Context: an optimization exercise on an open-source flow, tuned for small area, a short achievable clock period and few clock cycles per item. The choices shown serve that exercise and are no tape-out recipe.
No functional check of the RTL was part of any run shown here.

==> flow/design.v, too long to show whole: its modules and the start of the top module <==
// module conv_psel: 33 lines
// module conv_mac: 1780 lines
// module conv_sum: 60 lines
// module conv_act: 315 lines
// module csa_fa: 10 lines
// module csa_ha: 9 lines
// module conv_top: 170 lines
module conv_top (
	input  logic        clk,
	input  logic        rst_n,
	input  logic        filter_valid,
	input  logic        image_valid,
	input  logic [3:0]  image_size,
	input  logic        pad_mode,
	input  logic        act_mode,
	input  logic [7:0]  in_data,
	output logic        out_valid,
	output logic [15:0] out_data
);
  // ...
==> flow/flow/run.sh <==
#!/bin/bash
# The standard layout, with the resizer's setup repair aimed at a margin below the
# clock period (the period and constraints themselves are unchanged).
set -euo pipefail
bash standard.sh SETUP_SLACK_MARGIN=13 finish > flow_make.log 2>&1
==> flow/standard.sh <==
#!/bin/bash
# synth_recipe.tcl (not shown) runs the flow's synth.tcl, then flattens the netlist and writes it again
# the make line also repeats each setting of config.mk as NAME=value (left out here)
make -C /OpenROAD-flow-scripts/flow DESIGN_CONFIG=/design/flow/config.mk WORK_HOME=/design/flow/orfs CLKGATE_MAP_FILE= SYNTH_SCRIPT=/design/flow/synth_recipe.tcl "${@:-finish}"
==> flow/config.mk <==
export PLATFORM = sky130hd
export DESIGN_NAME = conv_top
export DESIGN_NICKNAME = conv_top
export VERILOG_FILES = /design/flow/design.v
export SDC_FILE = /design/flow/constraint.sdc
export NUM_CORES = 4
export LEC_CHECK = 0
export ABC_AREA = 1
export CAP_MARGIN = 20
export CORE_MARGIN = 2
export CORE_UTILIZATION = 40
export SLEW_MARGIN = 20
export SYNTH_HIERARCHICAL = 1
export SYNTH_MINIMUM_KEEP_SIZE = 0
==> flow/constraint.sdc <==
create_clock -name core_clock -period 18.0 [get_ports {clk}]
set_input_delay 3.6000 -clock core_clock [delete_from_list [all_inputs] [get_ports {clk}]]
set_output_delay 3.6000 -clock core_clock [all_outputs]
set_load 0.01 [all_outputs]
==> run notes, run 1 <==
met3 WL roughly 8700 um; Non-CTS buffers between 150 and 200; Layout area overhead 10.6%; worst r2r dst rows[48]; DIE HEIGHT 297 um; clk_skew 45.6 ps; Top class by area multi-input gates; Inserted Clock Buffers 44; Tapcells 1144; vias in the first global route 26100; finished layout cell area 37900 sq um; CP Launch Point image_valid; postcts setup bufs 114; drt initial violations approximately 2700; number of diodes 0; Setup Slack @ Placement 11540 ps; # resized after CTS 30; largest net degree at the start of global routing 81; # clk buffers 57; final-layout fill cell count 8327; CP Max Fanout 80; Worst path top cell family by delay buffers and inverters; CTS root buf clkbuf_16; RSZ-0062 raised after global routing true; met1 usage in global routing 33.7%; FF-to-FF path depth 9; multi-input combinational area share about three fifths; top layer used by detailed routing met5; cts hold-fix bufs 0; WP depth 3; Multi-input gate area approximately 22000 sq um; run status complete, no violations; nets approximately 4600; DRC 0; hpwl dp 86800 um; hold path cells 0
==> run 2: changes to the inputs <==
==> flow/run.sh (new file) <==
#!/bin/bash
# synth_recipe.tcl (not shown) runs the flow's synth.tcl, then flattens the netlist and writes it again
# the make line also repeats each setting of config.mk as NAME=value (left out here)
make -C /OpenROAD-flow-scripts/flow DESIGN_CONFIG=/design/flow/config.mk WORK_HOME=/design/flow/orfs CLKGATE_MAP_FILE= SYNTH_SCRIPT=/design/flow/synth_recipe.tcl finish
removed: flow/flow/run.sh
removed: flow/standard.sh
==> run 2 against run 1 <==
  * Still clean on timing, DRC and antenna
  * Routed wire length is 2.8% lower
  * Worst hold slack better by 3.6 ps
  * Setup slack worse by 730 ps
==> run notes, run 2 <==
Final Util a little over two fifths; hpwl dp 86300 um (-0.63%); die width roughly 300 um; vias in the first global route 25500 (-2.0%); CP Max Fanout 70 (-13%); GRT Util Overall about a quarter; DRC 0 (unchanged); Fin Setup TNS 0 ps; Arr. time, crit path 5920 ps; WP data required ~18000 ps; IO Port Bufs 34; commonest non-fill, non-tap cell in the layout nand2_1; worst r2r dst rows[48]; Post-Syn Area 34300 sq um; total die area ~90000 sq um; Layout area overhead 6.68%; share of cells above drive strength 1 10.5%; hold path cells 0 (unchanged); cts hold-fix bufs 0 (unchanged); final number of setup-violating endpoints 0; Setup Slack @ Placement 11510 ps (-35.8 ps); antenna violations before repair 2; clk slew on worst S/H paths ~60 ps; Min-Delay Endpoint v1; biggest regs weights: 72 flops, rows: 53 flops; drt wl/cell about 21 um; setup ws final 12310 ps; First-pass DRT Iterations 6; Fmax 176 MHz; grt total ovfl 0; FF-to-FF path depth 12 (+3); Routed WL 108000 um; crit start category input pin; r2r setup slk ~13000 ps; DIE HEIGHT 297 um (unchanged); largest net degree at the start of global routing 85 (+4.9%); Top Ports 35; routed vias/inst between 5 and 6; CTS tree yes; run status complete, no violations; worst-skew pair later-pin latency 610 ps; RSZ-0062 raised after global routing false; # resized after CTS 0 (-100%); CTS sink cnt ~370; syn_area_per_cell 8.50 sq um; post-route ant nets 0; core footprint 85000 sq um; Least-Margin Pin Slew between 900 and 1000 ps; global-route wire length before repair 162000 um; Crit Path Category in2reg; GP Congestion roughly 1.0; post-synthesis instance total 4031; CTS Buffer Depth 3; R2R Path Start weights[27]; period utilisation layout between 30% and 40%; count of final hold-check violations 0; fin. max-slew vios 0; hold path start wv; CTS root buf clkbuf_16; Inserted Clock Buffers 44 (unchanged); number of max-cap violations 0; initial core utilization 40.3%; vias after detailed routing 27200; H-Tree Depth 2; Worst Hold Class reg2reg; CP Capture Type flip-flop; drt initial violations 2640 (-2.6%); Site Rows around 110; nets 4461 (-3.4%); Biggest register weights; slew margin rel. 35.3%; max FFs per register ~70; postcts setup bufs 0 (-100%); clk_skew 20.4 ps (-25.2 ps); Tmin final 5690 ps; most frequent cells in the layout nand2_1, fa_1, nand3_1; Ys Warns 13
==> run 2: per-stage QoR <==
step,cell area [sq um],std cells,hold slack (ps)
2_1_floorplan,34300,4041,331
3_3_place_gp,35000,5052,333
3_5_place_dp,35000,5052,340
4_1_cts,36500,5134,353
5_1_grt,36600,5135,369
6_report,36600,5136,350
==> run 2: how the worst max path moves through the flow <==
stage / start / to / cells past startpoint
global placement: image_valid / b0[3] / 3
global route: image_valid / e[4][1] / 4
detailed placement: image_valid / b0[6] / 3
CTS: image_valid / d[4][3] / 3
finish: image_valid / e[2][5] / 4
floorplan: image_valid / prod_on / 6
==> run 2: metal layers <==
layer  up-vias  wire length (um)  GRT usage [%]
met5         -                 0              0
met4         0              5780           11.7
met3       196              7870           3.04
met2      1125             48700           38.3
met1     13100             45700           33.7
li1      12700                 -              -
==> run 2: worst max-delay path, cell delays in order <==
cell and delay, ps:
clkdlybuf4s50_1 630, or2_4 550, buf_12 320, buf_4 740
==> run 2: final cells by class <==
cell class	count	area, sq um
diodes	1	2.50
clock buffers	58	1260
clock inverters	24	328
fillers	8406	48400
inverters	303	1180
multi-input cells	3199	22200
flip-flops and latches	369	9790
well taps	1144	1430
repair buffers	38	378

-- re-timing with driven ports --
Ports are ideal in the flow. The routed layouts listed here were re-timed in OpenROAD. Step 1 sets driving cells, clkbuf_16 on the clock port and buf_2 on the other inputs (assumed; they add their load-dependent delay and slew). Step 2 also shifts input and output timing later by t, the mid clock arrival at the registers, as if the neighbouring blocks saw the same clock. Three values: no drivers, after step 1, after step 2; two values: the first two.
run	t (ns)	setup WS [ns]	worst register clock-pin slew, ns
run 1	0.677	13.039 / 13.072 / 12.405	0.07 / 0.07
run 2	0.670	12.312 / 12.360 / 11.690	0.08 / 0.08
After both steps setup and hold are still met in every run listed. For run 1, which loses most, drivers alone change the setup slack by +0.033 ns; drivers and shift together by -0.634 ns.
